This design comes from an exercise in tuning for small area, a short achievable clock period and few clock cycles per item on the open sky130 flow, not from production work.
The RTL was checked by simulation tests, not by an equivalence proof against the original design.
No activity file was given, so power comes from the tool's default toggle rates.

<file path="flow/flow/run.sh">
#!/bin/bash
set -o pipefail
export BUFFER_PORTS_ARGS="-buffer_cell sky130_fd_sc_hd__buf_1"
bash standard.sh SETUP_SLACK_MARGIN=6.0 finish > standard.log 2>&1
</file>
<file path="flow/standard.sh">
#!/bin/bash
# synth_recipe.tcl (not shown) runs the flow's synth.tcl, then flattens the netlist and writes it again
# the make line also repeats each setting of config.mk as NAME=value (left out here)
make -C /OpenROAD-flow-scripts/flow DESIGN_CONFIG=/design/flow/config.mk WORK_HOME=/design/flow/orfs CLKGATE_MAP_FILE= SYNTH_SCRIPT=/design/flow/synth_recipe.tcl "${@:-finish}"
</file>
<file path="flow/config.mk">
export PLATFORM = sky130hd
export DESIGN_NAME = ray_grid_stepper
export DESIGN_NICKNAME = ray_grid_stepper
export VERILOG_FILES = /design/flow/design.v
export SDC_FILE = /design/flow/constraint.sdc
export NUM_CORES = 4
export LEC_CHECK = 0
export CAP_MARGIN = 20
export CORE_MARGIN = 2
export CORE_UTILIZATION = 60
export CTS_BUF_LIST = sky130_fd_sc_hd__clkbuf_8
export PLACE_DENSITY = 0.7
export SLEW_MARGIN = 20
export SYNTH_HIERARCHICAL = 1
export SYNTH_MINIMUM_KEEP_SIZE = 0
</file>
<file path="flow/constraint.sdc">
create_clock -name core_clock -period 11.0 [get_ports {clock}]
set_input_delay 2.2000 -clock core_clock [delete_from_list [all_inputs] [get_ports {clock}]]
set_output_delay 2.2000 -clock core_clock [all_outputs]
set_load 0.01 [all_outputs]
</file>
<file path="flow/design.v">
module ray_grid_stepper #(
    parameter int COORD_W   = 13,
    parameter int CELL_LOG2 = 6,
    parameter int GRID_LOG2 = 6,
    parameter int FRAC_W    = 8,
    parameter int MAX_STEPS = 64,
    parameter int RAM_LAT   = 1
) (
    input  logic                       clock,
    input  logic                       resetn,
    input  logic                       start,
    input  logic                       mode,
    input  logic                       dir_neg,
    input  logic [COORD_W-1:0]         player_x,
    input  logic [COORD_W-1:0]         player_y,
    input  logic [COORD_W+FRAC_W-1:0]  slope,
    output logic                       busy,
    output logic                       done,
    output logic                       hit,
    output logic                       out_of_bounds,
    output logic                       step_limit,
    output logic [COORD_W-1:0]         hit_x,
    output logic [COORD_W-1:0]         hit_y,
    output logic [7:0]                 steps,
    output logic                       grid_rd_en,
    output logic [2*GRID_LOG2-1:0]     grid_addr,
    input  logic                       grid_data
);
    localparam int TW = 22;
    logic                  busy_r, done_r, hit_r;
    logic                  mode_r, dn_r;
    logic [14:0]           t_r;         
    logic [6:0]            th_r;        
    logic signed [7:0]     cp_r;        
    logic [6:0]            cnt_r;       
    logic                  cin_r;       
    logic signed [TW-1:0]  add_r;       
    logic [20:0]           slope_x;     
    logic signed [12:0]    p_in, s_in;
    logic                  ndn;
    logic [27:0]           vs, vc;
    logic [6:0]            low_sum;
    always_comb begin
        p_in    = mode ? player_x : player_y;
        s_in    = mode ? player_y : player_x;
        ndn     = !dir_neg;
        low_sum = {1'b0, vs[5:0]} + {1'b0, vc[5:0]};
    end
    logic [3:0]            bone, btwo, bneg, bone_x, btwo_x, bneg_x, bone_y, btwo_y, bneg_y;
    logic [6:0]            rbx, rby;
    always_comb begin
        rbx = {player_x[5:0], 1'b0};
        rby = {player_y[5:0], 1'b0};
        for (int j = 0; j < 3; j++) begin
            bone_x[j] = rbx[2*j+1] ^ rbx[2*j];
            btwo_x[j] = rbx[2*j+2] ? (!rbx[2*j+1] && !rbx[2*j]) : (rbx[2*j+1] && rbx[2*j]);
            bneg_x[j] = !rbx[2*j+2];
            bone_y[j] = rby[2*j+1] ^ rby[2*j];
            btwo_y[j] = rby[2*j+2] ? (!rby[2*j+1] && !rby[2*j]) : (rby[2*j+1] && rby[2*j]);
            bneg_y[j] = !rby[2*j+2];
        end
        bone_x[3] = ndn ^ player_x[5];
        btwo_x[3] = 1'b0;
        bneg_x[3] = player_x[5];
        bone_y[3] = ndn ^ player_y[5];
        btwo_y[3] = 1'b0;
        bneg_y[3] = player_y[5];
        bone = mode ? bone_x : bone_y;
        btwo = mode ? btwo_x : btwo_y;
        bneg = mode ? bneg_x : bneg_y;
    end
    logic cs1, cs2, cs3, cs4, cs5, cs6, cs7, cs8, cs9, cs10, cs11, cs12, cs13, cs14, cs15, cs16, cs17, cs18, cs19, cs20, cs21, cs22, cs23, cs24, cs25, cs26, cs27, cs28, cs29, cs30, cs31, cs32, cs33, cs34, cs35, cs36, cs37, cs38, cs39, cs40, cs41, cs42, cs43, cs44, cs45, cs46, cs47, cs48, cs49, cs50, cs51, cs52, cs53, cs54, cs55, cs56, cs57, cs58, cs59, cs60, cs61, cs62, cs63, cs64, cs65, cs66, cs67, cs68, cs69, cs70, cs71, cs72, cs73, cs74, cs75, cs76, cs77, cs78, cs79, cs80, cs81, cs82, cs83, cs84, cs85, cs86, cs87, cs88, cs89, cs90, cs91, cs92, cs93, cs94, cs95, cs96, cs97, cs98, cs99, cs100, cs101, cs102, cs103, cs104, cs105, cs106, cs107, cs108, cs109, cs110, cs111, cs112, cs113, cs114, cs115, cs116, cs117, cs118, cs119, cs120, cs121, cs122, cs123, cs124, cs125, cs126;
    rgs_ha ha_cs1 (.a(bneg[3]), .b(((bone[3] & slope[0]) ^ bneg[3])), .s(cs1), .co(cs2));
    rgs_ha ha_cs3 (.a(((bone[3] & slope[1]) ^ bneg[3])), .b((((bone[0] & slope[7]) | (btwo[0] & slope[6])) ^ bneg[0])), .s(cs3), .co(cs4));
    rgs_fa fa_cs5 (.a(s_in[0]), .b(((bone[3] & slope[2]) ^ bneg[3])), .c((((bone[0] & slope[8]) | (btwo[0] & slope[7])) ^ bneg[0])), .s(cs5), .co(cs6));
    rgs_fa fa_cs7 (.a(s_in[1]), .b(((bone[3] & slope[3]) ^ bneg[3])), .c((((bone[0] & slope[9]) | (btwo[0] & slope[8])) ^ bneg[0])), .s(cs7), .co(cs8));
    rgs_fa fa_cs9 (.a(s_in[2]), .b(((bone[3] & slope[4]) ^ bneg[3])), .c((((bone[0] & slope[10]) | (btwo[0] & slope[9])) ^ bneg[0])), .s(cs9), .co(cs10));
    rgs_fa fa_cs11 (.a(s_in[3]), .b(((bone[3] & slope[5]) ^ bneg[3])), .c((((bone[0] & slope[11]) | (btwo[0] & slope[10])) ^ bneg[0])), .s(cs11), .co(cs12));
    rgs_fa fa_cs13 (.a(s_in[4]), .b(((bone[3] & slope[6]) ^ bneg[3])), .c((((bone[0] & slope[12]) | (btwo[0] & slope[11])) ^ bneg[0])), .s(cs13), .co(cs14));
    rgs_fa fa_cs15 (.a(s_in[5]), .b(((bone[3] & slope[7]) ^ bneg[3])), .c((((bone[0] & slope[13]) | (btwo[0] & slope[12])) ^ bneg[0])), .s(cs15), .co(cs16));
    rgs_fa fa_cs17 (.a(s_in[6]), .b(((bone[3] & slope[8]) ^ bneg[3])), .c((((bone[0] & slope[14]) | (btwo[0] & slope[13])) ^ bneg[0])), .s(cs17), .co(cs18));
    rgs_fa fa_cs19 (.a(s_in[7]), .b(((bone[3] & slope[9]) ^ bneg[3])), .c((((bone[0] & slope[15]) | (btwo[0] & slope[14])) ^ bneg[0])), .s(cs19), .co(cs20));
    rgs_fa fa_cs21 (.a(s_in[8]), .b(((bone[3] & slope[10]) ^ bneg[3])), .c((((bone[0] & slope[16]) | (btwo[0] & slope[15])) ^ bneg[0])), .s(cs21), .co(cs22));
    rgs_fa fa_cs23 (.a(s_in[9]), .b(((bone[3] & slope[11]) ^ bneg[3])), .c((((bone[0] & slope[17]) | (btwo[0] & slope[16])) ^ bneg[0])), .s(cs23), .co(cs24));
    rgs_fa fa_cs25 (.a(s_in[10]), .b(((bone[3] & slope[12]) ^ bneg[3])), .c((((bone[0] & slope[18]) | (btwo[0] & slope[17])) ^ bneg[0])), .s(cs25), .co(cs26));
    rgs_fa fa_cs27 (.a(s_in[11]), .b(((bone[3] & slope[13]) ^ bneg[3])), .c((((bone[0] & slope[19]) | (btwo[0] & slope[18])) ^ bneg[0])), .s(cs27), .co(cs28));
    assign cs29 = 1'b1 ^ ~s_in[12] ^ ((bone[3] & slope[14]) ^ bneg[3]);
    assign cs30 = (1'b1 & ~s_in[12]) | (1'b1 & ((bone[3] & slope[14]) ^ bneg[3])) | (~s_in[12] & ((bone[3] & slope[14]) ^ bneg[3]));
    rgs_ha ha_cs31 (.a((((bone[0] & slope[20]) | (btwo[0] & slope[19])) ^ bneg[0])), .b((((bone[1] & slope[18]) | (btwo[1] & slope[17])) ^ bneg[1])), .s(cs31), .co(cs32));
    rgs_fa fa_cs33 (.a(((bone[3] & slope[15]) ^ bneg[3])), .b(~(((bone[0] & slope[20]) | (btwo[0] & slope[20])) ^ bneg[0])), .c((((bone[1] & slope[19]) | (btwo[1] & slope[18])) ^ bneg[1])), .s(cs33), .co(cs34));
    assign cs35 = 1'b1 ^ ((bone[3] & slope[16]) ^ bneg[3]);
    assign cs36 = 1'b1 & ((bone[3] & slope[16]) ^ bneg[3]);
    rgs_ha ha_cs37 (.a(bneg[2]), .b((((bone[0] & slope[4]) | (btwo[0] & slope[3])) ^ bneg[0])), .s(cs37), .co(cs38));
    rgs_ha ha_cs39 (.a((((bone[0] & slope[5]) | (btwo[0] & slope[4])) ^ bneg[0])), .b((((bone[1] & slope[3]) | (btwo[1] & slope[2])) ^ bneg[1])), .s(cs39), .co(cs40));
    rgs_fa fa_cs41 (.a((((bone[0] & slope[6]) | (btwo[0] & slope[5])) ^ bneg[0])), .b((((bone[1] & slope[4]) | (btwo[1] & slope[3])) ^ bneg[1])), .c((((bone[2] & slope[2]) | (btwo[2] & slope[1])) ^ bneg[2])), .s(cs41), .co(cs42));
    rgs_fa fa_cs43 (.a((((bone[1] & slope[5]) | (btwo[1] & slope[4])) ^ bneg[1])), .b((((bone[2] & slope[3]) | (btwo[2] & slope[2])) ^ bneg[2])), .c(cs2), .s(cs43), .co(cs44));
    rgs_fa fa_cs45 (.a((((bone[1] & slope[6]) | (btwo[1] & slope[5])) ^ bneg[1])), .b((((bone[2] & slope[4]) | (btwo[2] & slope[3])) ^ bneg[2])), .c(cs4), .s(cs45), .co(cs46));
    rgs_fa fa_cs47 (.a((((bone[1] & slope[7]) | (btwo[1] & slope[6])) ^ bneg[1])), .b((((bone[2] & slope[5]) | (btwo[2] & slope[4])) ^ bneg[2])), .c(cs6), .s(cs47), .co(cs48));
    rgs_fa fa_cs49 (.a((((bone[1] & slope[8]) | (btwo[1] & slope[7])) ^ bneg[1])), .b((((bone[2] & slope[6]) | (btwo[2] & slope[5])) ^ bneg[2])), .c(cs8), .s(cs49), .co(cs50));
    rgs_fa fa_cs51 (.a((((bone[1] & slope[9]) | (btwo[1] & slope[8])) ^ bneg[1])), .b((((bone[2] & slope[7]) | (btwo[2] & slope[6])) ^ bneg[2])), .c(cs10), .s(cs51), .co(cs52));
    rgs_fa fa_cs53 (.a((((bone[1] & slope[10]) | (btwo[1] & slope[9])) ^ bneg[1])), .b((((bone[2] & slope[8]) | (btwo[2] & slope[7])) ^ bneg[2])), .c(cs12), .s(cs53), .co(cs54));
    rgs_fa fa_cs55 (.a((((bone[1] & slope[11]) | (btwo[1] & slope[10])) ^ bneg[1])), .b((((bone[2] & slope[9]) | (btwo[2] & slope[8])) ^ bneg[2])), .c(cs14), .s(cs55), .co(cs56));
    rgs_fa fa_cs57 (.a((((bone[1] & slope[12]) | (btwo[1] & slope[11])) ^ bneg[1])), .b((((bone[2] & slope[10]) | (btwo[2] & slope[9])) ^ bneg[2])), .c(cs16), .s(cs57), .co(cs58));
    rgs_fa fa_cs59 (.a((((bone[1] & slope[13]) | (btwo[1] & slope[12])) ^ bneg[1])), .b((((bone[2] & slope[11]) | (btwo[2] & slope[10])) ^ bneg[2])), .c(cs18), .s(cs59), .co(cs60));
    rgs_fa fa_cs61 (.a((((bone[1] & slope[14]) | (btwo[1] & slope[13])) ^ bneg[1])), .b((((bone[2] & slope[12]) | (btwo[2] & slope[11])) ^ bneg[2])), .c(cs20), .s(cs61), .co(cs62));
    rgs_fa fa_cs63 (.a((((bone[1] & slope[15]) | (btwo[1] & slope[14])) ^ bneg[1])), .b((((bone[2] & slope[13]) | (btwo[2] & slope[12])) ^ bneg[2])), .c(cs22), .s(cs63), .co(cs64));
    rgs_fa fa_cs65 (.a((((bone[1] & slope[16]) | (btwo[1] & slope[15])) ^ bneg[1])), .b((((bone[2] & slope[14]) | (btwo[2] & slope[13])) ^ bneg[2])), .c(cs24), .s(cs65), .co(cs66));
    rgs_fa fa_cs67 (.a((((bone[1] & slope[17]) | (btwo[1] & slope[16])) ^ bneg[1])), .b((((bone[2] & slope[15]) | (btwo[2] & slope[14])) ^ bneg[2])), .c(cs26), .s(cs67), .co(cs68));
    rgs_fa fa_cs69 (.a((((bone[2] & slope[16]) | (btwo[2] & slope[15])) ^ bneg[2])), .b(cs29), .c(cs31), .s(cs69), .co(cs70));
    rgs_fa fa_cs71 (.a((((bone[2] & slope[17]) | (btwo[2] & slope[16])) ^ bneg[2])), .b(cs30), .c(cs32), .s(cs71), .co(cs72));
    rgs_fa fa_cs73 (.a((((bone[1] & slope[20]) | (btwo[1] & slope[19])) ^ bneg[1])), .b((((bone[2] & slope[18]) | (btwo[2] & slope[17])) ^ bneg[2])), .c(cs35), .s(cs73), .co(cs74));
    rgs_fa fa_cs75 (.a(((bone[3] & slope[17]) ^ bneg[3])), .b(~(((bone[1] & slope[20]) | (btwo[1] & slope[20])) ^ bneg[1])), .c((((bone[2] & slope[19]) | (btwo[2] & slope[18])) ^ bneg[2])), .s(cs75), .co(cs76));
    assign cs77 = 1'b1 ^ ((bone[3] & slope[18]) ^ bneg[3]);
    assign cs78 = 1'b1 & ((bone[3] & slope[18]) ^ bneg[3]);
    rgs_ha ha_cs79 (.a(bneg[1]), .b((((bone[0] & slope[2]) | (btwo[0] & slope[1])) ^ bneg[0])), .s(cs79), .co(cs80));
    rgs_ha ha_cs81 (.a((((bone[0] & slope[3]) | (btwo[0] & slope[2])) ^ bneg[0])), .b((((bone[1] & slope[1]) | (btwo[1] & slope[0])) ^ bneg[1])), .s(cs81), .co(cs82));
    rgs_fa fa_cs83 (.a((((bone[1] & slope[2]) | (btwo[1] & slope[1])) ^ bneg[1])), .b((((bone[2] & slope[0]) | (btwo[2] & 1'b0)) ^ bneg[2])), .c(cs37), .s(cs83), .co(cs84));
    rgs_fa fa_cs85 (.a((((bone[2] & slope[1]) | (btwo[2] & slope[0])) ^ bneg[2])), .b(cs38), .c(cs39), .s(cs85), .co(cs86));
    rgs_fa fa_cs87 (.a(cs1), .b(cs40), .c(cs41), .s(cs87), .co(cs88));
    rgs_fa fa_cs89 (.a(cs3), .b(cs42), .c(cs43), .s(cs89), .co(cs90));
    rgs_fa fa_cs91 (.a(cs5), .b(cs44), .c(cs45), .s(cs91), .co(cs92));
    rgs_fa fa_cs93 (.a(cs7), .b(cs46), .c(cs47), .s(cs93), .co(cs94));
    rgs_fa fa_cs95 (.a(cs9), .b(cs48), .c(cs49), .s(cs95), .co(cs96));
    rgs_fa fa_cs97 (.a(cs11), .b(cs50), .c(cs51), .s(cs97), .co(cs98));
    rgs_fa fa_cs99 (.a(cs13), .b(cs52), .c(cs53), .s(cs99), .co(cs100));
    rgs_fa fa_cs101 (.a(cs15), .b(cs54), .c(cs55), .s(cs101), .co(cs102));
    rgs_fa fa_cs103 (.a(cs17), .b(cs56), .c(cs57), .s(cs103), .co(cs104));
    rgs_fa fa_cs105 (.a(cs19), .b(cs58), .c(cs59), .s(cs105), .co(cs106));
    rgs_fa fa_cs107 (.a(cs21), .b(cs60), .c(cs61), .s(cs107), .co(cs108));
    rgs_fa fa_cs109 (.a(cs23), .b(cs62), .c(cs63), .s(cs109), .co(cs110));
    rgs_fa fa_cs111 (.a(cs25), .b(cs64), .c(cs65), .s(cs111), .co(cs112));
    rgs_fa fa_cs113 (.a(cs27), .b(cs66), .c(cs67), .s(cs113), .co(cs114));
    rgs_fa fa_cs115 (.a(cs28), .b(cs69), .c(cs68), .s(cs115), .co(cs116));
    rgs_fa fa_cs117 (.a(cs33), .b(cs70), .c(cs71), .s(cs117), .co(cs118));
    rgs_fa fa_cs119 (.a(cs34), .b(cs73), .c(cs72), .s(cs119), .co(cs120));
    rgs_fa fa_cs121 (.a(cs36), .b(cs75), .c(cs74), .s(cs121), .co(cs122));
    rgs_fa fa_cs123 (.a((((bone[2] & slope[20]) | (btwo[2] & slope[19])) ^ bneg[2])), .b(cs77), .c(cs76), .s(cs123), .co(cs124));
    rgs_fa fa_cs125 (.a(((bone[3] & slope[19]) ^ bneg[3])), .b(~(((bone[2] & slope[20]) | (btwo[2] & slope[20])) ^ bneg[2])), .c(cs78), .s(cs125), .co(cs126));
    assign vs[0] = bneg[0];
    assign vs[1] = (((bone[0] & slope[1]) | (btwo[0] & slope[0])) ^ bneg[0]);
    assign vs[2] = cs79;
    assign vs[3] = cs80;
    assign vs[4] = cs82;
    assign vs[5] = cs84;
    assign vs[6] = cs86;
    assign vs[7] = cs88;
    assign vs[8] = cs90;
    assign vs[9] = cs92;
    assign vs[10] = cs94;
    assign vs[11] = cs96;
    assign vs[12] = cs98;
    assign vs[13] = cs100;
    assign vs[14] = cs102;
    assign vs[15] = cs104;
    assign vs[16] = cs106;
    assign vs[17] = cs108;
    assign vs[18] = cs110;
    assign vs[19] = cs112;
    assign vs[20] = cs114;
    assign vs[21] = cs116;
    assign vs[22] = cs118;
    assign vs[23] = cs120;
    assign vs[24] = cs122;
    assign vs[25] = cs124;
    assign vs[26] = cs126;
    assign vs[27] = 1'b1;
    assign vc[0] = (((bone[0] & slope[0]) | (btwo[0] & 1'b0)) ^ bneg[0]);
    assign vc[1] = 1'b0;
    assign vc[2] = (((bone[1] & slope[0]) | (btwo[1] & 1'b0)) ^ bneg[1]);
    assign vc[3] = cs81;
    assign vc[4] = cs83;
    assign vc[5] = cs85;
    assign vc[6] = cs87;
    assign vc[7] = cs89;
    assign vc[8] = cs91;
    assign vc[9] = cs93;
    assign vc[10] = cs95;
    assign vc[11] = cs97;
    assign vc[12] = cs99;
    assign vc[13] = cs101;
    assign vc[14] = cs103;
    assign vc[15] = cs105;
    assign vc[16] = cs107;
    assign vc[17] = cs109;
    assign vc[18] = cs111;
    assign vc[19] = cs113;
    assign vc[20] = cs115;
    assign vc[21] = cs117;
    assign vc[22] = cs119;
    assign vc[23] = cs121;
    assign vc[24] = cs123;
    assign vc[25] = cs125;
    assign vc[26] = ~((bone[3] & slope[20]) ^ bneg[3]);
    assign vc[27] = 1'b0;
    logic                  first;
    logic [14:0]           sum_lo;
    logic [7:0]            a_hi, b_hi;
    logic                  hi_zero;
    logic [14:0]           t_nxt;
    logic signed [7:0]     cp_nxt;
    logic                  nxt_oob, probe_valid, hit_now, finish;
    always_comb begin
        first       = cnt_r[6];
        sum_lo      = {1'b0, t_r[13:0]} + {1'b0, add_r[13:0]} + {14'd0, cin_r};
        a_hi        = {th_r, t_r[14]};
        b_hi        = add_r[21:14];
        hi_zero     = ((a_hi[0] ^ b_hi[0]) == sum_lo[14]) && ((a_hi[6:0] | b_hi[6:0]) == (a_hi[7:1] ^ b_hi[7:1]));
        t_nxt       = {a_hi[0] ^ b_hi[0] ^ sum_lo[14], sum_lo[13:0]};
        cp_nxt      = cp_r + (dn_r ? -8'sd1 : 8'sd1);
        nxt_oob     = (cp_nxt[7:6] != 2'b00) || !hi_zero;
        probe_valid = !first;
        hit_now     = probe_valid && grid_data;
        finish      = hit_now || nxt_oob;
    end
    always_ff @(posedge clock) begin
        if (!resetn) begin
            busy_r <= 1'b0;
            done_r <= 1'b0;
        end else if (busy_r) begin
            busy_r <= !finish;
            done_r <= finish;
        end else begin
            busy_r <= start;
            done_r <= 1'b0;
        end
    end
    always_ff @(posedge clock) begin
        hit_r <= hit_now;
        slope_x <= dir_neg ? ~slope : slope;
        th_r    <= busy_r ? 7'd0 : vs[27:21];
        if (!busy_r) begin
            mode_r  <= mode;
            dn_r    <= dir_neg;
            add_r   <= vc[27:6];
            cin_r   <= low_sum[6];
            t_r     <= vs[20:6];
            cp_r    <= {p_in[12], p_in[12:6]};
            cnt_r   <= 7'h7f;
        end else begin
            cnt_r <= cnt_r + 7'd1;
            if (first) begin
                add_r <= {slope_x[20], slope_x};
                cin_r <= dn_r;
            end
            if (!hit_now) begin
                t_r  <= t_nxt;
                cp_r <= cp_nxt;
            end
        end
    end
    logic [6:0] line_idx;
    always_comb begin
        busy          = busy_r;
        done          = done_r;
        hit           = hit_r;
        out_of_bounds = !hit_r;
        step_limit    = 1'b0;
        line_idx      = cp_r[6:0] + {6'd0, dn_r};
        hit_x         = mode_r ? {line_idx, 6'd0} : t_r[14:2];
        hit_y         = mode_r ? t_r[14:2] : {line_idx, 6'd0};
        steps         = {1'b0, cnt_r};
        grid_rd_en    = 1'b1;
        grid_addr     = mode_r ? {t_nxt[13:8], cp_nxt[5:0]} : {cp_nxt[5:0], t_nxt[13:8]};
    end
endmodule
module rgs_fa (
    input  logic a,
    input  logic b,
    input  logic c,
    output logic s,
    output logic co
);
    assign s  = a ^ b ^ c;
    assign co = (a & b) | (a & c) | (b & c);
endmodule
module rgs_ha (
    input  logic a,
    input  logic b,
    output logic s,
    output logic co
);
    assign s  = a ^ b;
    assign co = a & b;
endmodule
</file>
==> results of run 1 <==
-- per-stage QoR --
stage / util / std cells / cell area (sq um) / total power [uW] / setup WS [ns]
final: 0.673 / 1046 / 8870 / 2230 / 5.96
after global routing: 0.673 / 1046 / 8870 / 2410 / 5.88
after CTS: 0.662 / 1043 / 8740 / 2110 / 5.96
after detailed placement: 0.639 / 1022 / 8430 / 1800 / 4.82
after global placement: 0.639 / 1022 / 8430 / 1750 / 4.99
after floorplan: - / 811 / 8080 / 1500 / 5.96
-- what timing repair did --
item,CTS,global route
hold buffers,0,0
pin swaps,6,8
setup buffers,4,3
cloned,1,0
endpoints found under the setup margin,49,43
resized for setup,16,26
-- worst min path at each step --
stage | start | endpoint | slack, ns | cells after the start
3_3_place_gp | cnt_r[0] | cnt_r[0] | 0.40 | 1
6_report | cnt_r[0] | cnt_r[0] | 0.44 | 1
4_1_cts | cnt_r[0] | cnt_r[0] | 0.44 | 1
2_1_floorplan | cnt_r[0] | cnt_r[0] | 0.43 | 1
3_5_place_dp | cnt_r[0] | cnt_r[0] | 0.41 | 1
5_1_grt | cnt_r[0] | cnt_r[0] | 0.45 | 1
-- where the power goes --
part / internal (uW) / switching [uW] / total (uW)
Clock: 108 / 131 / 240
Sequential: 471 / 55.7 / 526
Combinational: 674 / 794 / 1470
-- worst max-delay path: stages, from the launching register on --
cell      delay, ns
edfxtp_1       0.36
inv_2          0.04
fa_2           0.43
fa_2           0.40
nor2b_4        0.13
nor3_2         0.06
nor3_2         0.26
nor3_4         0.08
o21ai_2        0.16
xor2_2         0.25
mux2_4         0.20
buf_6          0.09
-- modules after synthesis, one instance, submodules excluded --
module	flops+latches	area, sq um	times used
rgs_fa	0	20.0	53
rgs_ha	0	12.5	7
ray_grid_stepper	86	6930	1
-- cells in the mapped netlist (9+ instances only) --
master | n | share of area
xor2_1 | 36 | 0.039
a21oi_1 | 39 | 0.024
nand3_1 | 9 | 0.0056
buf_2 | 12 | 0.0074
mux2_2 | 54 | 0.075
a211oi_1 | 9 | 0.0084
fa_1 | 56 | 0.14
nor2_1 | 33 | 0.015
o21ai_1 | 18 | 0.011
inv_1 | 39 | 0.018
xnor2_1 | 81 | 0.088
nor2b_1 | 19 | 0.015
mux2i_1 | 11 | 0.014
nand2_1 | 44 | 0.020
o21ai_0 | 18 | 0.011
dfxtp_1 | 39 | 0.097
edfxtp_1 | 47 | 0.17
clkbuf_1 | 49 | 0.023
a22oi_1 | 59 | 0.055
ha_1 | 49 | 0.076
-- logic make-up (layout without fill, tap and decap cells) --
family	Yosys count	count (layout)	share of synthesized area
adders and majority gates	105	105	0.215
other	2	3	0.000930
xor gates and xnor gates	117	117	0.127
DFF	86	86	0.271
AOI/OAI and AO/OA	174	174	0.143
buffers and inverters	114	172	0.0596
and+or+nand+nor	143	143	0.0894
muxes	69	70	0.0945
-- state kept, by name (all words and copies together), names as in the netlist --
name     flops
dn_r         1
busy_r       1
cin_r        1
t_r         15
done_r       1
cnt_r        7
hit_r        1
mode_r       1
th_r         7
add_r       22
cp_r         8
slope_x     21
-- routing by layer --
layer	wire, microns	part of all wire
met1	8800	0.46
met2	8870	0.46
met3	1310	0.068
met4	333	0.017
met5	0	0
-- area by class of cell --
class | instances | area [sq um]
clock buffer | 9 | 124
fill | 1068 | 4320
inverter | 41 | 156
timing repair buffer | 115 | 526
sequential | 86 | 2190
multi-input combinational | 612 | 5570
clock inverter | 7 | 78.8
tap | 176 | 220
==> metrics.yaml, run 1 <==
logic_synthesis:
  ys_seq_area_frac: 0.271
  ys_async_sr_fraction: 0
  ys_seq_elements: 86
  synth_flop_cell: "edfxtp_1"
  synth.distinct_cells: 59
  synth_cells: 810
  synthesis.area_sq_mm: 0.00808
  avgSynthCellArea_sq_um: 9.97
  yosysWarnings: 7
  synth_enable_flop_cells: 47
floorplanning:
  die_w_microns: 120
  initial_core_util: 0.612
  dieArea_sq_mm: 0.0144
  ios: 105
  design.core.area_sq_mm: 0.0132
  placement_rows: 42
  die_h_microns: 120
worst_hold_path:
  hold_class: "reg -> reg"
status:
  status: "complete, no violations"
worst_setup_path:
  r2r_cells: 12
  endpoint: "grid_addr[4]"
  worstPathRequired_ns: 8.80
  critPathLaunch: "t_r[0]"
  reg2reg_to: "t_r[12]"
  crit_type: "reg -> out"
  r2r-start: "t_r[0]"
  cp.arrival_ns: 2.84
  r2r_setup_slack_ns: 8.20
  worstSetupStartpointType: "flip-flop"
  worstSetupEndpointType: "output port"
  crit_fanout: 3
global_routing:
  grt_max_degree: 73
  grt_first_pass_wirelength_mm: 31.8
  met1_usage: 0.396
  grt_usage: 0.278
  met3_usage: 0.0409
  use_met2: 0.438
  grt_pass1_vias: 6234
  grt-ovfl-total: 0
  grt.busiest_layer: "met2"
  grt_antenna_before_repair: 0
sta:
  period_needed_ns: 5.04
  setup_tns_ns: 0
  fin_skew_ns: 0.0166
  holdWs_ns: 0.438
  slew_headroom: 0.232
  finalHoldViolations: 0
  slew_violations: 0
  fin_crit_sh: 0.458
  setup_viol: 0
  worstMarginPinSlew_ns: 1.13
  grt_setup_unrepaired: "yes"
  max_freq_mhz: 198
cts:
  cts_root_buffer: "clkbuf_8"
  numCtsBuffers: 9
  clkSinkCount: 86
  cts.clk_slew.worst_paths_ns: 0.10
  h-tree-depth: 3
  clock_latency_ns: 0.39
  clk_path_buf_depth: 2
  tritoncts: "built"
power_and_ir_drop:
  p_leak_uw: 0.00348
  ir_drop_mv: 0.0919
  powerDensity_mw_per_mm2: 252
route:
  drc_errors: 0
  drtIter0Drc: 562
  vias: 6213
  ant_nets: 0
  vias_per_cell: 5.94
  drtPass1Iterations: 5
  wl_per_cell_microns: 18.5
  routed_wl_mm: 19.3
placed_design:
  gp_congestion: 0.903
  dp_hpwl_mm: 13.9
  io_buffer_count: 101
final_layout:
  area_growth_pct: 9.85
  layout_commonest_cell: "buf_1"
  nets: 1023
  drive_above_1_share: 0.147
  final_cell_mix: "buf_1 (92), xnor2_1 (79), a22oi_1 (59)"
  diodes: 0
run:
  maxCapViolCount: 0
Testbench counts, summed over its fixed seeds: cycles 12,152, rays 1,536.
==> inputs of run 2 (changes only) <==
==> flow/flow/run.sh (replaced) <==
#!/bin/bash
set -o pipefail
export BUFFER_PORTS_ARGS="-buffer_cell sky130_fd_sc_hd__buf_1"
bash standard.sh SETUP_SLACK_MARGIN=5.8 finish > standard.log 2>&1
--- a/flow/config.mk
+++ b/flow/config.mk
@@ -9,5 +9,6 @@
 export CORE_MARGIN = 2
 export CORE_UTILIZATION = 60
-export CTS_BUF_LIST = sky130_fd_sc_hd__clkbuf_8
+export CTS_BUF_LIST = sky130_fd_sc_hd__clkbuf_16
+export CTS_CLUSTER_SIZE = 30
 export PLACE_DENSITY = 0.7
 export SLEW_MARGIN = 20
==> metrics.yaml, run 2 <==
route:
  vias: 6179  # was 6213
  wl_per_cell_microns: 18.5  # about the same
  ant_nets: 0  # unchanged
  drtIter0Drc: 575  # was 562
  routed_wl_mm: 19.2  # was 19.3 mm
  drtPass1Iterations: 5  # unchanged
  drc_errors: 0  # unchanged
  vias_per_cell: 5.93  # was 5.94
cts:
  clkSinkCount: 86  # unchanged
  cts_root_buffer: "clkbuf_16"  # was clkbuf_8
  clock_latency_ns: 0.35  # was 0.39 ns
  h-tree-depth: 3  # unchanged
  cts-hold-fix-buffers: 0  # unchanged
  numCtsBuffers: 9  # unchanged
  clk_path_buf_depth: 2  # unchanged
  cts.clk_slew.worst_paths_ns: 0.07  # was 0.10 ns
  tritoncts: "built"  # unchanged
worst_setup_path:
  crit_fanout: 3  # unchanged
  cpLargestDelayFamily: "compound AO/OA/AOI/OAI gates"  # was adder cells
  cp_cell_sequence: "inv_1 > fa_2 > nand2b_1 > a21oi_1 > o21ai_1 > a21oi_1 > o21ai_1 > xnor2_1 > mux2_1 > buf_1"  # was inv_2 > fa_2 > fa_2 > nor2b_4 > nor3_2 > nor3_2 > nor3_4 > o21ai_2 > xor2_2 > mux2_4 > buf_6
  worstSetupEndpointType: "output port"  # unchanged
  critPathSlowestCell: "fa_2"  # unchanged
  cp.arrival_ns: 2.87  # was 2.84 ns
  critPathBufInv: 2  # unchanged
  worstSetupStartpointType: "flip-flop"  # unchanged
  max_stage_delay_ns: 0.39  # was 0.43 ns
  worstPathRequired_ns: 8.80  # about the same
  r2r-start: "cin_r"  # was t_r[0]
  critPathLaunch: "cin_r"  # was t_r[0]
  crit_type: "reg -> out"  # unchanged
worst_hold_path:
  hold_class: "reg -> reg"  # unchanged
  worstHoldStart: "cnt_r[0]"  # unchanged
power_and_ir_drop:
  p_int_uw: 1210  # was 1250 uW
  comb_power_share: 0.619  # was 0.657
  p_seq_frac: 0.245  # was 0.236
  p_leak_uw: 0.00341  # was 0.00348 uW
  clockPowerShare: 0.135  # was 0.107
  powerDensity_mw_per_mm2: 244  # was 252 mW/mm^2
  switchingPower_uw: 935  # was 981 uW
  ir_drop_mv: 0.101  # was 0.0919 mV
  switching_share: 0.437  # was 0.439
placed_design:
  gp_congestion: 0.886  # was 0.903
  dp_hpwl_mm: 13.9  # about the same
  placed_cell_area_sq_mm: 0.00844  # was 0.00843 sq mm
  io_buffer_count: 101  # unchanged
logic_synthesis:
  synthesis.area_sq_mm: 0.00808  # unchanged
  synth_cells: 810  # unchanged
  ys_seq_elements: 86  # unchanged
  synth_fa_ha_area_frac: 0.215  # unchanged
  synth_xor_xnor_area_share: 0.127  # unchanged
  synth_enable_flop_cells: 47  # unchanged
  yosys.area.top_type: "edfxtp_1"  # unchanged
  synth_commonest_cells: "xnor2_1 (81), a22oi_1 (59), fa_1 (56)"  # unchanged
  muxShareOfSynthArea: 0.0945  # unchanged
  synth_flop_cell: "edfxtp_1"  # unchanged
  ys_async_sr_fraction: 0  # unchanged
  avgSynthCellArea_sq_um: 9.97  # unchanged
  synth.distinct_cells: 59  # unchanged
  synth-simple-area-share: 0.0894  # unchanged
  synth_top_family_by_area: "adder cells"  # unchanged
  yosysWarnings: 7  # unchanged
  synthTopCellsByArea: "edfxtp_1 (17%), fa_1 (14%), dfxtp_1 (9.7%)"  # unchanged
  synth_most_common_cell: "xnor2_1"  # unchanged
  ys_seq_area_frac: 0.271  # unchanged
  yosysTopAreaCellShare: 0.175  # unchanged
  synth_compound_area_frac: 0.143  # unchanged
sta:
  setup_viol: 0  # unchanged
  slew_headroom: 0.262  # was 0.232
  worstMarginPinSlew_ns: 1.09  # was 1.13 ns
  grt_setup_unrepaired: "no"  # was yes
  fin_crit_sh: 0.461  # was 0.458
  fin_skew_ns: 0.00762  # was 0.0166 ns
  finalHoldViolations: 0  # unchanged
  slew_violations: 0  # unchanged
  period_needed_ns: 5.07  # was 5.04 ns
  setup_tns_ns: 0  # unchanged
  max_freq_mhz: 197  # was 198 MHz
final_layout:
  fill_cells: 1089  # was 1068
  stdcell_area_sq_mm: 0.00878  # was 0.00887 sq mm
  final_cell_mix: "buf_1 (98), xnor2_1 (80), a22oi_1 (59)"  # was buf_1 (92), xnor2_1 (79), a22oi_1 (59)
  nets: 1019  # was 1023
  largest_register_ffs: 22  # unchanged
  diodes: 0  # unchanged
  reg.largest.list: "add_r x22, slope_x x21, t_r x15"  # unchanged
  layout_commonest_cell: "buf_1"  # unchanged
  seq_area_sq_mm: 0.00219  # unchanged
  multiInputGateArea_sq_mm: 0.00547  # was 0.00557 sq mm
  regMostFlops: "add_r"  # unchanged
  drive_above_1_share: 0.120  # was 0.147
  area_growth_pct: 8.69  # was 9.85%
floorplanning:
  die_w_microns: 120  # unchanged
  initial_core_util: 0.612  # unchanged
  die_h_microns: 120  # unchanged
  ios: 105  # unchanged
  dieArea_sq_mm: 0.0144  # unchanged
  placement_rows: 42  # unchanged
  design.core.area_sq_mm: 0.0132  # unchanged
global_routing:
  grt_usage: 0.278  # about the same
  grt_pass1_vias: 6156  # was 6234
  grt_first_pass_wirelength_mm: 31.6  # was 31.8 mm
  grt_max_degree: 73  # unchanged
  grt_antenna_before_repair: 0  # unchanged
  grt-ovfl-total: 0  # unchanged
run:
  maxCapViolCount: 0  # unchanged
status:
  status: "complete, no violations"  # unchanged
## run 2: cell count changes in the layout (fill, tap and decap cells not counted), sizes merged
cell and change:
bufinv -1, clkbuf -3, clkinvlp +4, clkinv -1
buf -1, inv -2
## run 2: what timing repair did
action / CTS / global route
pin swaps: 1 / 3
setup buffers: 0 / 2
resized for setup: 4 / 7
cloned: 1 / 0
endpoints found under the setup margin: 37 / 26
## run 2: final timing paths
check / slack (ns) / depth (start not counted) / end
hold reg to reg: 0.43 / 1 / cnt_r[0]
setup reg to reg: 8.33 / 10 / t_r[14]
hold / removal: 0.43 / 1 / cnt_r[0]
setup / recovery: 5.93 / 10 / grid_addr[11]
## run 2: cell families after synthesis
group | after synthesis
AO/OA/AOI/OAI | 174
XOR/XNOR | 117
adder cells (fa/ha/maj) | 105
buffers and inverters | 114
flip-flops | 86
multiplexers | 69
other | 2
AND/OR/NAND/NOR | 143
## run 2: cell type report
| cell class | instances | share of cell area |
|---|---|---|
| multi-input cells | 612 | 0.623 |
| flip-flops and latches | 86 | 0.250 |
| repair buffers | 111 | 0.0529 |
| clock buffers | 9 | 0.0257 |
| well taps | 176 | 0.0251 |
| inverters | 41 | 0.0178 |
| clock inverters | 7 | 0.00556 |
## run 2: per-module statistics from Yosys, one instance, submodules excluded
module / flops+latches / cells
rgs_fa: 0 / 1
rgs_ha: 0 / 1
ray_grid_stepper: 86 / 750
## run 2: per-layer routing
layer	vias to the layer above	share of wire	GRT usage	wire, microns
li1	2909	-	-	-
met1	3007	0.46	0.386	8780
met5	-	0	0	0
met4	0	0.016	0.0875	316
met2	228	0.47	0.444	8970
met3	35	0.061	0.0480	1170
## run 2: stage by stage
stage	instances	total power, uW	hold WS [ns]	utilization	setup WS [ns]
6_report	1042	2140	0.432	0.666	5.93
3_3_place_gp	1023	1750	0.400	0.640	5.15
3_5_place_dp	1023	1800	0.423	0.640	5.08
4_1_cts	1040	2110	0.439	0.662	5.82
5_1_grt	1042	2310	0.459	0.666	5.84
2_1_floorplan	811	1500	0.435	-	5.96
## run 2: power by group through the flow
stage | registers (uW) | logic, uW | clock network [uW]
floorplan | 508 | 991 | 0
global placement | 525 | 1230 | 0
detailed placement | 530 | 1270 | 0
CTS | 524 | 1300 | 292
global route | 534 | 1470 | 305
finish | 525 | 1320 | 290
==> inputs of run 3 (changes only) <==
--- a/flow/config.mk
+++ b/flow/config.mk
@@ -6,9 +6,9 @@
 export NUM_CORES = 4
 export LEC_CHECK = 0
+export ABC_AREA = 1
 export CAP_MARGIN = 20
 export CORE_MARGIN = 2
 export CORE_UTILIZATION = 60
-export CTS_BUF_LIST = sky130_fd_sc_hd__clkbuf_16
-export CTS_CLUSTER_SIZE = 30
+export CTS_BUF_LIST = sky130_fd_sc_hd__clkbuf_8
 export PLACE_DENSITY = 0.7
 export SLEW_MARGIN = 20
==> metrics.yaml, run 3 <==
status:
  status: "complete, no violations"  # unchanged
sta:
  slew_headroom: 0.278  # was 0.262
  period_needed_ns: 5.09  # was 5.07 ns
  worstMarginPinSlew_ns: 1.08  # was 1.09 ns
  grt_setup_unrepaired: "yes"  # was no
  setup_tns_ns: 0  # unchanged
  fin_skew_ns: 0.0161  # was 0.00762 ns
  setup_viol: 0  # unchanged
  max_freq_mhz: 197  # about the same
  fin_crit_sh: 0.463  # was 0.461
  holdWs_ns: 0.432  # about the same
  fin_ws_ns: 5.91  # was 5.93 ns
  slew_violations: 0  # unchanged
  finalHoldViolations: 0  # unchanged
worst_hold_path:
  hold_depth: 1  # unchanged
  hold_end: "cnt_r[0]"  # unchanged
  worstHoldStart: "cnt_r[0]"  # unchanged
  hold_class: "reg -> reg"  # unchanged
placed_design:
  io_buffer_count: 101  # unchanged
  placed_cell_area_sq_mm: 0.00859  # was 0.00844 sq mm
  gp_congestion: 0.960  # was 0.886
  pre_cts_slack_ns: 5.27  # was 5.08 ns
  dp_hpwl_mm: 15.6  # was 13.9 mm
cts:
  clkSinkCount: 86  # unchanged
  clk_path_buf_depth: 2  # unchanged
  cts.clk_slew.worst_paths_ns: 0.10  # was 0.07 ns
  numCtsBuffers: 9  # unchanged
  cts-hold-fix-buffers: 0  # unchanged
  cts_root_buffer: "clkbuf_8"  # was clkbuf_16
  clock_latency_ns: 0.38  # was 0.35 ns
  tritoncts: "built"  # unchanged
  post_cts_buffers: 0  # unchanged
  h-tree-depth: 3  # unchanged
power_and_ir_drop:
  clockPowerShare: 0.100  # was 0.135
  p_seq_frac: 0.246  # was 0.245
  powerDensity_mw_per_mm2: 278  # was 244 mW/mm^2
  p_int_uw: 1220  # was 1210 uW
  ir_drop_mv: 0.124  # was 0.101 mV
  p_leak_uw: 0.00428  # was 0.00341 uW
  switchingPower_uw: 1240  # was 935 uW
  switching_share: 0.503  # was 0.437
  comb_power_share: 0.654  # was 0.619
  p_total_uw: 2460  # was 2140 uW
floorplanning:
  initial_core_util: 0.618  # was 0.612
  placement_rows: 42  # unchanged
  die_h_microns: 121  # was 120 microns
  die_w_microns: 121  # was 120 microns
  dieArea_sq_mm: 0.0146  # was 0.0144 sq mm
  design.core.area_sq_mm: 0.0133  # was 0.0132 sq mm
  ios: 105  # unchanged
worst_setup_path:
  r2r_setup_slack_ns: 8.47  # was 8.33 ns
  cp.arrival_ns: 5.22  # was 2.87 ns
  crit_type: "in -> reg"  # was reg -> out
  reg2reg_to: "cin_r"  # was t_r[14]
  r2r-start: "busy_r"  # was cin_r
  r2r_cells: 5  # was 10
  worstSetupEndpointType: "flip-flop"  # was output port
  worstSetupStartpointType: "input port"  # was flip-flop
  crit_fanout: 47  # was 3
  worstPathRequired_ns: 11.13  # was 8.80 ns
global_routing:
  grt_pass1_vias: 6678  # was 6156
  grt_max_degree: 58  # was 73
  grt_first_pass_wirelength_mm: 33.7  # was 31.6 mm
  grt-ovfl-total: 0  # unchanged
  grt_antenna_before_repair: 0  # unchanged
  grt_usage: 0.296  # was 0.278
logic_synthesis:
  yosysWarnings: 7  # unchanged
  ys_async_sr_fraction: 0  # unchanged
  yosys.area.top_type: "edfxtp_1"  # unchanged
  synth_flop_cell: "edfxtp_1"  # unchanged
  avgSynthCellArea_sq_um: 7.77  # was 9.97 sq um
  yosysTopAreaCellShare: 0.172  # was 0.175
  synth_cells: 1058  # was 810
  synthTopCellsByArea: "edfxtp_1 (17%), fa_1 (14%), nand2_1 (13%)"  # was edfxtp_1 (17%), fa_1 (14%), dfxtp_1 (9.7%)
  ys_seq_elements: 86  # unchanged
  synth.distinct_cells: 38  # was 59
  synth_enable_flop_cells: 47  # unchanged
  ys_seq_area_frac: 0.267  # was 0.271
  synth_commonest_cells: "nand2_1 (279), inv_1 (130), o21ai_0 (81)"  # was xnor2_1 (81), a22oi_1 (59), fa_1 (56)
  synthesis.area_sq_mm: 0.00822  # was 0.00808 sq mm
  synth_most_common_cell: "nand2_1"  # was xnor2_1
final_layout:
  stdcell_area_sq_mm: 0.00884  # was 0.00878 sq mm
  regMostFlops: "add_r"  # unchanged
  diodes: 0  # unchanged
  nets: 1289  # was 1019
  area_growth_pct: 7.58  # was 8.69%
  layout_commonest_cell: "nand2_1"  # was buf_1
  drive_above_1_share: 0.0431  # was 0.120
  largest_register_ffs: 22  # unchanged
  final_cell_mix: "nand2_1 (277), inv_1 (129), buf_1 (100)"  # was buf_1 (98), xnor2_1 (80), a22oi_1 (59)
  reg.largest.list: "add_r x22, slope_x x21, t_r x15"  # unchanged
run:
  maxCapViolCount: 0  # unchanged
route:
  drtPass1Iterations: 5  # unchanged
  drtIter0Drc: 609  # was 575
  vias_per_cell: 5.46  # was 5.93
  drc_errors: 0  # unchanged
  routed_wl_mm: 21.0  # was 19.2 mm
  ant_nets: 0  # unchanged
  wl_per_cell_microns: 16.0  # was 18.5 microns
  vias: 7165  # was 6179
[run 3: Yosys stat by module, one instance, submodules excluded]
module	flops+latches	copies in the design	cells	area [sq um]
ray_grid_stepper	86	1	998	7070
rgs_ha	0	7	1	12.5
rgs_fa	0	53	1	20.0
[run 3: cells by family after synthesis]
| logic type | share of synthesized area |
|---|---|
| flip-flops | 0.267 |
| multiplexers | 0.00244 |
| adder cells (fa/ha/maj) | 0.211 |
| buffers and inverters | 0.0982 |
| AO/OA/AOI/OAI | 0.132 |
| AND/OR/NAND/NOR | 0.200 |
| other | 0.000914 |
| XOR/XNOR | 0.0885 |
[run 3: through the flow]
step / cells / util
3_3_place_gp: 1295 / 0.646
3_5_place_dp: 1295 / 0.646
6_report: 1312 / 0.665
2_1_floorplan: 1059 / -
4_1_cts: 1311 / 0.663
5_1_grt: 1312 / 0.665
[run 3: how the worst max path moves through the flow]
stage / from / end / depth (start not counted)
5_1_grt: mode / cin_r / 13
3_5_place_dp: mode / add_r[6] / 12
4_1_cts: dir_neg / add_r[6] / 10
3_3_place_gp: mode / cin_r / 14
2_1_floorplan: player_x[1] / cin_r / 13
6_report: mode / add_r[12] / 11
[run 3: layout make-up]
type	instances	area [sq um]
multi-input cells	789	5240
well taps	176	220
repair buffers	110	450
clock inverters	7	90.1
clock buffers	9	124
fillers	1209	4460
flip-flops and latches	86	2190
inverters	134	519
repair inverters	1	7.51
[run 3: power groups by stage]
| stage | Clock, uW | Combinational, uW | Sequential [uW] |
|---|---|---|---|
| CTS | 249 | 1610 | 602 |
| finish | 246 | 1610 | 604 |
| global route | 259 | 1860 | 617 |
| floorplan | 0 | 1200 | 577 |
| global placement | 0 | 1580 | 608 |
| detailed placement | 0 | 1600 | 610 |
[run 3: critical path, stage by stage]
cell        delay [ns]
buf_4             0.39
inv_6             0.11
o21ai_2           0.35
clkinvlp_4        0.32
o22ai_1           0.26
xor2_1            0.11
fa_1              0.39
fa_1              0.52
fa_1              0.42
nand2_1           0.08
nand2_1           0.05
[run 3: metal layers]
metal / up-vias / wire [microns] / GRT usage / share of wire
met2: 232 / 9690 / 0.478 / 0.46
met5: - / 0 / 0 / 0
li1: 3578 / - / - / -
met1: 3331 / 9730 / 0.422 / 0.46
met4: 0 / 284 / 0.0676 / 0.014
met3: 24 / 1240 / 0.0437 / 0.059
[run 3: timing repair]
item	4_1_cts	5_1_grt
gates resized for setup	1	7
endpoints found under the setup margin	25	38
gates cloned	0	1
hold endpoints to repair	0	0
==> inputs of run 4 (changes only) <==
--- a/flow/config.mk
+++ b/flow/config.mk
@@ -6,5 +6,4 @@
 export NUM_CORES = 4
 export LEC_CHECK = 0
-export ABC_AREA = 1
 export CAP_MARGIN = 20
 export CORE_MARGIN = 2
==> metrics.yaml, run 4 <==
global_routing:
  grt_max_degree: 73  # was 58
  grt_antenna_before_repair: 0  # unchanged
  grt_pass1_vias: 6118  # was 6678
  grt_first_pass_wirelength_mm: 31.2  # was 33.7 mm
  grt_usage: 0.274  # was 0.296
  grt-ovfl-total: 0  # unchanged
placed_design:
  dp_hpwl_mm: 13.9  # was 15.6 mm
  pre_cts_slack_ns: 5.08  # was 5.27 ns
  placed_cell_area_sq_mm: 0.00844  # was 0.00859 sq mm
  gp_congestion: 0.886  # was 0.960
  io_buffer_count: 101  # unchanged
worst_hold_path:
  hold_class: "reg -> reg"  # unchanged
  hold_depth: 1  # unchanged
floorplanning:
  initial_core_util: 0.612  # was 0.618
  ios: 105  # unchanged
  die_w_microns: 120  # was 121 microns
  placement_rows: 42  # unchanged
  dieArea_sq_mm: 0.0144  # was 0.0146 sq mm
  design.core.area_sq_mm: 0.0132  # was 0.0133 sq mm
  die_h_microns: 120  # was 121 microns
power_and_ir_drop:
  powerDensity_mw_per_mm2: 237  # was 278 mW/mm^2
  p_leak_uw: 0.00336  # was 0.00428 uW
  ir_drop_mv: 0.0973  # was 0.124 mV
worst_setup_path:
  critPathSlowestCell: "fa_2"  # was fa_1
  cp.arrival_ns: 2.86  # was 5.22 ns
  worstSetupEndpointType: "output port"  # was flip-flop
  crit_fanout: 3  # was 47
  r2r_cells: 9  # was 5
  worstPathRequired_ns: 8.80  # was 11.13 ns
  r2r_setup_slack_ns: 8.36  # was 8.47 ns
  cp_cell_sequence: "inv_1 > fa_2 > nand2b_1 > a21oi_1 > o21ai_1 > a21oi_1 > a211oi_2 > xnor2_2 > mux2_1 > buf_1"  # was buf_4 > inv_6 > o21ai_2 > clkinvlp_4 > o22ai_1 > xor2_1 > fa_1 > fa_1 > fa_1 > nand2_1 > nand2_1
  cpMostUsedCell: "a21oi_1"  # was fa_1
  worstSetupStartpointType: "flip-flop"  # was input port
  cpLargestDelayFamily: "compound AO/OA/AOI/OAI gates"  # was adder cells
  critPathBufInv: 2  # was 3
  crit_cells: 10  # was 11
  crit_type: "reg -> out"  # was in -> reg
  max_stage_delay_ns: 0.39  # was 0.52 ns
route:
  dr_wl_met2_mm: 8.85  # was 9.69 mm
  wl_met1_mm: 8.64  # was 9.73 mm
  route.met3.wl_mm: 1.21  # was 1.24 mm
  drtIter0Drc: 455  # was 609
  vias: 6165  # was 7165
  vias_per_cell: 5.92  # was 5.46
  maxUsedRoutingLayer: "met4"  # unchanged
  wl_per_cell_microns: 18.3  # was 16.0 microns
  routed_wl_mm: 19.1  # was 21.0 mm
  drc_errors: 0  # unchanged
  ant_nets: 0  # unchanged
  drtPass1Iterations: 6  # was 5
cts:
  h-tree-depth: 3  # unchanged
  cts-hold-fix-buffers: 0  # unchanged
  tritoncts: "built"  # unchanged
  cts_root_buffer: "clkbuf_8"  # unchanged
  clk_path_buf_depth: 2  # unchanged
  clock_latency_ns: 0.39  # was 0.38 ns
  clkSinkCount: 86  # unchanged
  numCtsBuffers: 9  # unchanged
  cts.clk_slew.worst_paths_ns: 0.10  # about the same
sta:
  fin_skew_ns: 0.0128  # was 0.0161 ns
  period_needed_ns: 5.06  # was 5.09 ns
  grt_setup_unrepaired: "yes"  # unchanged
  worstMarginPinSlew_ns: 1.08  # about the same
  fin_crit_sh: 0.460  # was 0.463
  slew_headroom: 0.267  # was 0.278
  setup_viol: 0  # unchanged
  fin_ws_ns: 5.94  # was 5.91 ns
  slew_violations: 0  # unchanged
  max_freq_mhz: 198  # was 197 MHz
  setup_tns_ns: 0  # unchanged
  finalHoldViolations: 0  # unchanged
logic_synthesis:
  synth_xor_xnor_area_share: 0.127  # was 0.0885
  synthesis.area_sq_mm: 0.00808  # was 0.00822 sq mm
  synth_compound_area_frac: 0.143  # was 0.132
  synth_most_common_cell: "xnor2_1"  # was nand2_1
  muxShareOfSynthArea: 0.0945  # was 0.00244
  yosysTopAreaCellShare: 0.175  # was 0.172
  synth.distinct_cells: 59  # was 38
  synth-simple-area-share: 0.0894  # was 0.200
  synth_cells: 810  # was 1058
  synth_enable_flop_cells: 47  # unchanged
  yosysWarnings: 7  # unchanged
  synth_top_family_by_area: "adder cells"  # unchanged
  synth_commonest_cells: "xnor2_1 (81), a22oi_1 (59), fa_1 (56)"  # was nand2_1 (279), inv_1 (130), o21ai_0 (81)
  yosys.area.top_type: "edfxtp_1"  # unchanged
  ys_async_sr_fraction: 0  # unchanged
  synth_fa_ha_area_frac: 0.215  # was 0.211
  ys_seq_elements: 86  # unchanged
  ys_seq_area_frac: 0.271  # was 0.267
  synth_flop_cell: "edfxtp_1"  # unchanged
  synthTopCellsByArea: "edfxtp_1 (17%), fa_1 (14%), dfxtp_1 (9.7%)"  # was edfxtp_1 (17%), fa_1 (14%), nand2_1 (13%)
  avgSynthCellArea_sq_um: 9.97  # was 7.77 sq um
final_layout:
  nets: 1019  # was 1289
  final_cell_mix: "buf_1 (99), xnor2_1 (80), a22oi_1 (59)"  # was nand2_1 (277), inv_1 (129), buf_1 (100)
  stdcell_area_sq_mm: 0.00868  # was 0.00884 sq mm
  reg.largest.list: "add_r x22, slope_x x21, t_r x15"  # unchanged
  area_growth_pct: 7.42  # was 7.58%
  drive_above_1_share: 0.119  # was 0.0431
  diodes: 0  # unchanged
  regMostFlops: "add_r"  # unchanged
  largest_register_ffs: 22  # unchanged
  layout_commonest_cell: "buf_1"  # was nand2_1
run:
  maxCapViolCount: 0  # unchanged
status:
  status: "complete, no violations"  # unchanged
-- run 4: timing repair --
item                       4_1_cts  5_1_grt
gates resized for setup          5        5
cloned                           1        0
setup buffers                    0        2
setup endpoints to repair       36       20
pin swaps                        3        3
-- run 4: layout make-up --
cell class | count | area (sq um)
inverter | 41 | 156
fill | 1086 | 4510
clock buffer | 9 | 124
clock inverter | 7 | 48.8
sequential | 86 | 2190
timing repair buffer | 111 | 463
tap | 176 | 220
multi-input combinational | 612 | 5470
-- run 4: stage by stage --
step	cells	power (uW)	hold WS [ns]	utilization
final	1042	2050	0.441	0.658
after detailed placement	1023	1800	0.423	0.640
after global routing	1042	2220	0.467	0.658
after global placement	1023	1750	0.400	0.640
after CTS	1040	2030	0.446	0.655
after floorplan	811	1500	0.435	-
-- run 4: routing by layer --
layer | up-vias | GRT usage
met2 | 232 | 0.434
met5 | - | 0
li1 | 2905 | -
met4 | 0 | 0.100
met1 | 2991 | 0.385
met3 | 37 | 0.0380
-- run 4: worst reg2reg max path: stages, from the launching register on --
cell and delay (ns):
edfxtp_1 0.61, inv_1 0.24, fa_1 0.50, nor2b_1 0.19, nor3_1 0.09, o21bai_1 0.18
a21oi_1 0.12, xor2_1 0.17, and3_1 0.18, a41o_1 0.25
-- run 4: cell families after synthesis --
family,count (synthesis)
AO/OA/AOI/OAI,174
AND/OR/NAND/NOR,143
XOR/XNOR,117
buffers and inverters,114
adder cells (fa/ha/maj),105
flip-flops,86
multiplexers,69
other,2
-- run 4: Yosys stat by module (local to each module, per instance) --
| module | cells inside | times used |
|---|---|---|
| ray_grid_stepper | 750 | 1 |
| rgs_fa | 1 | 53 |
| rgs_ha | 1 | 7 |
-- run 4: path summary, 6_finish.rpt --
path,from,endpoint
hold reg to reg,cnt_r[0],cnt_r[0]
setup / recovery,cin_r,grid_addr[9]
hold / removal,cnt_r[0],cnt_r[0]
setup reg to reg,dn_r,busy_r
-- run 4: where the power goes --
group          switching, uW  internal [uW]
clock                    128           82.1
combinational            741            580
sequential              53.2            470
total                    922           1130
==> inputs of run 5 (changes only) <==
--- a/flow/config.mk
+++ b/flow/config.mk
@@ -8,7 +8,7 @@
 export CAP_MARGIN = 20
 export CORE_MARGIN = 2
-export CORE_UTILIZATION = 60
+export CORE_UTILIZATION = 50
 export CTS_BUF_LIST = sky130_fd_sc_hd__clkbuf_8
-export PLACE_DENSITY = 0.7
+export PLACE_DENSITY = 0.6
 export SLEW_MARGIN = 20
 export SYNTH_HIERARCHICAL = 1
==> metrics.yaml, run 5 <==
status:
  status: "complete, no violations"  # unchanged
power_and_ir_drop:
  comb_power_share: 0.634  # was 0.643
  ir_drop_mv: 0.112  # was 0.0973 mV
  p_seq_frac: 0.251  # was 0.255
  p_total_uw: 2080  # was 2050 uW
  switchingPower_uw: 915  # was 922 uW
  p_int_uw: 1160  # was 1130 uW
  switching_share: 0.441  # was 0.449
  powerDensity_mw_per_mm2: 237  # about the same
  clockPowerShare: 0.115  # was 0.102
  p_leak_uw: 0.00339  # was 0.00336 uW
floorplanning:
  dieArea_sq_mm: 0.0172  # was 0.0144 sq mm
  die_h_microns: 131  # was 120 microns
  ios: 105  # unchanged
  placement_rows: 46  # was 42
  initial_core_util: 0.510  # was 0.612
  die_w_microns: 131  # was 120 microns
  design.core.area_sq_mm: 0.0158  # was 0.0132 sq mm
route:
  drtPass1Iterations: 5  # was 6
  drtIter0Drc: 468  # was 455
  vias_per_cell: 5.56  # was 5.92
  ant_nets: 0  # unchanged
  wl_per_cell_microns: 17.7  # was 18.3 microns
  routed_wl_mm: 19.1  # about the same
  vias: 6001  # was 6165
  drc_errors: 0  # unchanged
sta:
  slew_violations: 0  # unchanged
  worstMarginPinSlew_ns: 0.829  # was 1.08 ns
  finalHoldViolations: 0  # unchanged
  fin_crit_sh: 0.460  # about the same
  max_freq_mhz: 198  # about the same
  slew_headroom: 0.447  # was 0.267
  fin_ws_ns: 5.94  # about the same
  setup_tns_ns: 0  # unchanged
  grt_setup_unrepaired: "no"  # was yes
  period_needed_ns: 5.06  # about the same
  setup_viol: 0  # unchanged
  fin_skew_ns: 0.0174  # was 0.0128 ns
worst_setup_path:
  max_stage_delay_ns: 0.42  # was 0.39 ns
  cp.arrival_ns: 2.86  # about the same
  worstSetupStartpointType: "flip-flop"  # unchanged
  crit_type: "reg -> out"  # unchanged
  cpMostUsedCell: "nor3_2"  # was a21oi_1
  worstPathRequired_ns: 8.80  # about the same
  cp_cell_sequence: "inv_1 > fa_2 > fa_2 > nor2b_4 > nor3_2 > nor3_2 > nor3_2 > o21ai_2 > xor2_2 > mux2_4 > buf_1"  # was inv_1 > fa_2 > nand2b_1 > a21oi_1 > o21ai_1 > a21oi_1 > a211oi_2 > xnor2_2 > mux2_1 > buf_1
  crit_fanout: 3  # unchanged
  critPathSlowestCell: "fa_2"  # unchanged
  worstSetupEndpointType: "output port"  # unchanged
final_layout:
  reg.largest.list: "add_r x22, slope_x x21, t_r x15"  # unchanged
  fin_cells: 1080  # was 1042
  fill_cells: 1480  # was 1086
  stdcell_area_sq_mm: 0.00874  # was 0.00868 sq mm
  layout_commonest_cell: "buf_1"  # unchanged
  drive_above_1_share: 0.117  # was 0.119
  regMostFlops: "add_r"  # unchanged
  area_growth_pct: 8.24  # was 7.42%
  diodes: 0  # unchanged
  final_cell_mix: "buf_1 (99), xnor2_1 (81), a22oi_1 (59)"  # was buf_1 (99), xnor2_1 (80), a22oi_1 (59)
  nets: 1017  # was 1019
  largest_register_ffs: 22  # unchanged
global_routing:
  grt-ovfl-total: 0  # unchanged
  grt_first_pass_wirelength_mm: 30.6  # was 31.2 mm
  grt_pass1_vias: 5894  # was 6118
  grt_max_degree: 73  # unchanged
  grt_usage: 0.231  # was 0.274
  grt_antenna_before_repair: 1  # was 0
logic_synthesis:
  synth.distinct_cells: 59  # unchanged
  synthesis.area_sq_mm: 0.00808  # unchanged
  ys_seq_area_frac: 0.271  # unchanged
  synth_cells: 810  # unchanged
  synth_flop_cell: "edfxtp_1"  # unchanged
  yosys.area.top_type: "edfxtp_1"  # unchanged
  avgSynthCellArea_sq_um: 9.97  # unchanged
  yosysTopAreaCellShare: 0.175  # unchanged
  ys_seq_elements: 86  # unchanged
  synth_commonest_cells: "xnor2_1 (81), a22oi_1 (59), fa_1 (56)"  # unchanged
  yosysWarnings: 7  # unchanged
  synthTopCellsByArea: "edfxtp_1 (17%), fa_1 (14%), dfxtp_1 (9.7%)"  # unchanged
  ys_async_sr_fraction: 0  # unchanged
  synth_most_common_cell: "xnor2_1"  # unchanged
  synth_enable_flop_cells: 47  # unchanged
placed_design:
  gp_congestion: 0.861  # was 0.886
  io_buffer_count: 101  # unchanged
  pre_cts_slack_ns: 5.06  # was 5.08 ns
  placed_cell_area_sq_mm: 0.00849  # was 0.00844 sq mm
  placed_cells: 1063  # was 1023
  dp_hpwl_mm: 14.3  # was 13.9 mm
worst_hold_path:
  hold_class: "reg -> reg"  # unchanged
cts:
  clock_latency_ns: 0.38  # was 0.39 ns
  cts_root_buffer: "clkbuf_8"  # unchanged
  numCtsBuffers: 9  # unchanged
  cts.clk_slew.worst_paths_ns: 0.10  # about the same
  post_cts_buffers: 0  # unchanged
  cts-hold-fix-buffers: 0  # unchanged
  tritoncts: "built"  # unchanged
  h-tree-depth: 3  # unchanged
  clkSinkCount: 86  # unchanged
  clk_path_buf_depth: 2  # unchanged
run:
  maxCapViolCount: 0  # unchanged
[run 5: final cells by class]
type	instances	area, sq um	area share
inverter	41	156	0.0179
clock buffer	9	124	0.0142
clock inverter	7	78.8	0.00902
timing repair buffer	110	463	0.0530
sequential	86	2190	0.251
tap	216	270	0.0309
multi-input combinational	611	5460	0.624
[run 5: modules after synthesis, one instance, submodules excluded]
module,flops+latches,times used,cell area [sq um]
ray_grid_stepper,86,1,6930
rgs_fa,0,53,20.0
rgs_ha,0,7,12.5
[run 5: worst paths after layout]
path                               start            end  slack, ns  cells past startpoint
worst max-delay path              t_r[0]  grid_addr[10]       5.94                     11
worst min-delay path            cnt_r[0]       cnt_r[0]       0.44                      1
worst max register to register    t_r[0]        t_r[14]       8.34                     10
worst min register to register  cnt_r[0]       cnt_r[0]       0.44                      1
[run 5: what timing repair did]
item | 4_1_cts | 5_1_grt
resized for setup | 3 | 8
pin swaps | 1 | 3
setup endpoints to repair | 36 | 14
[run 5: cell families after synthesis]
| kind of cell | share of synthesized area |
|---|---|
| AO/OA/AOI/OAI | 0.143 |
| multiplexers | 0.0945 |
| XOR/XNOR | 0.127 |
| buffers and inverters | 0.0596 |
| AND/OR/NAND/NOR | 0.0894 |
| other | 0.000930 |
| adder cells (fa/ha/maj) | 0.215 |
| flip-flops | 0.271 |
[run 5: critical path, delay by kind of cell, from the launching register on]
family | cells | cell delay [ns]
adders and majority gates | 2 | 0.83
and+or+nand+nor | 4 | 0.51
DFF | 1 | 0.35
xor gates and xnor gates | 1 | 0.24
buffers and inverters | 2 | 0.22
muxes | 1 | 0.19
AOI/OAI and AO/OA | 1 | 0.16
[run 5: power by group through the flow]
stage	clock network [uW]	registers (uW)	logic, uW
finish	238	522	1320
global route	257	534	1480
CTS	243	522	1300
detailed placement	0	530	1280
global placement	0	526	1240
floorplan	0	508	991
[run 5: metrics by stage]
step | util | hold slack [ns]
global placement | 0.536 | 0.404
floorplan | - | 0.435
finish | 0.552 | 0.443
CTS | 0.550 | 0.436
detailed placement | 0.536 | 0.412
global route | 0.552 | 0.458
[run 5: routing by layer]
metal / vias to the layer above / GRT usage / share of wire
li1: 2894 / - / -
met4: 2 / 0.0488 / 0.011
met1: 2916 / 0.329 / 0.47
met2: 171 / 0.370 / 0.47
met3: 18 / 0.0410 / 0.050
met5: - / 0 / 0.00058

static timing again, ports no longer ideal:
The flow's constraints put no driver on any port. The routed layouts listed below were extracted and timed again, unchanged, in two steps. Step 1 (the two cells are an assumption about what drives the block):
set clk [get_ports {clock}]
set_driving_cell -lib_cell sky130_fd_sc_hd__clkbuf_16 $clk
set_driving_cell -lib_cell sky130_fd_sc_hd__buf_2 [delete_from_list [all_inputs] $clk]
Step 2 moves the port delays by t, midway between the first and last clock arrival at a register: inputs arrive t later, outputs are due t later. That takes back most of the time a late clock gives input paths. Three values: ideal, step 1, step 2; two values: the first two.
run	shift t [ns]	setup slack, ns	cell pins on the clock port's net
run 1	0.412	5.958 / 5.923 / 5.622	1
run 2	0.386	5.926 / 5.886 / 5.587	1
run 3	0.410	5.912 / 5.900 / 5.490	1
run 4	0.415	5.942 / 5.906 / 5.558	1
run 5	0.407	5.942 / 5.904 / 5.610	1
After both steps setup and hold are still met in every run listed. The setup slack of run 3, which loses most, moves by -0.012 ns with the drivers and by -0.422 ns with both steps.
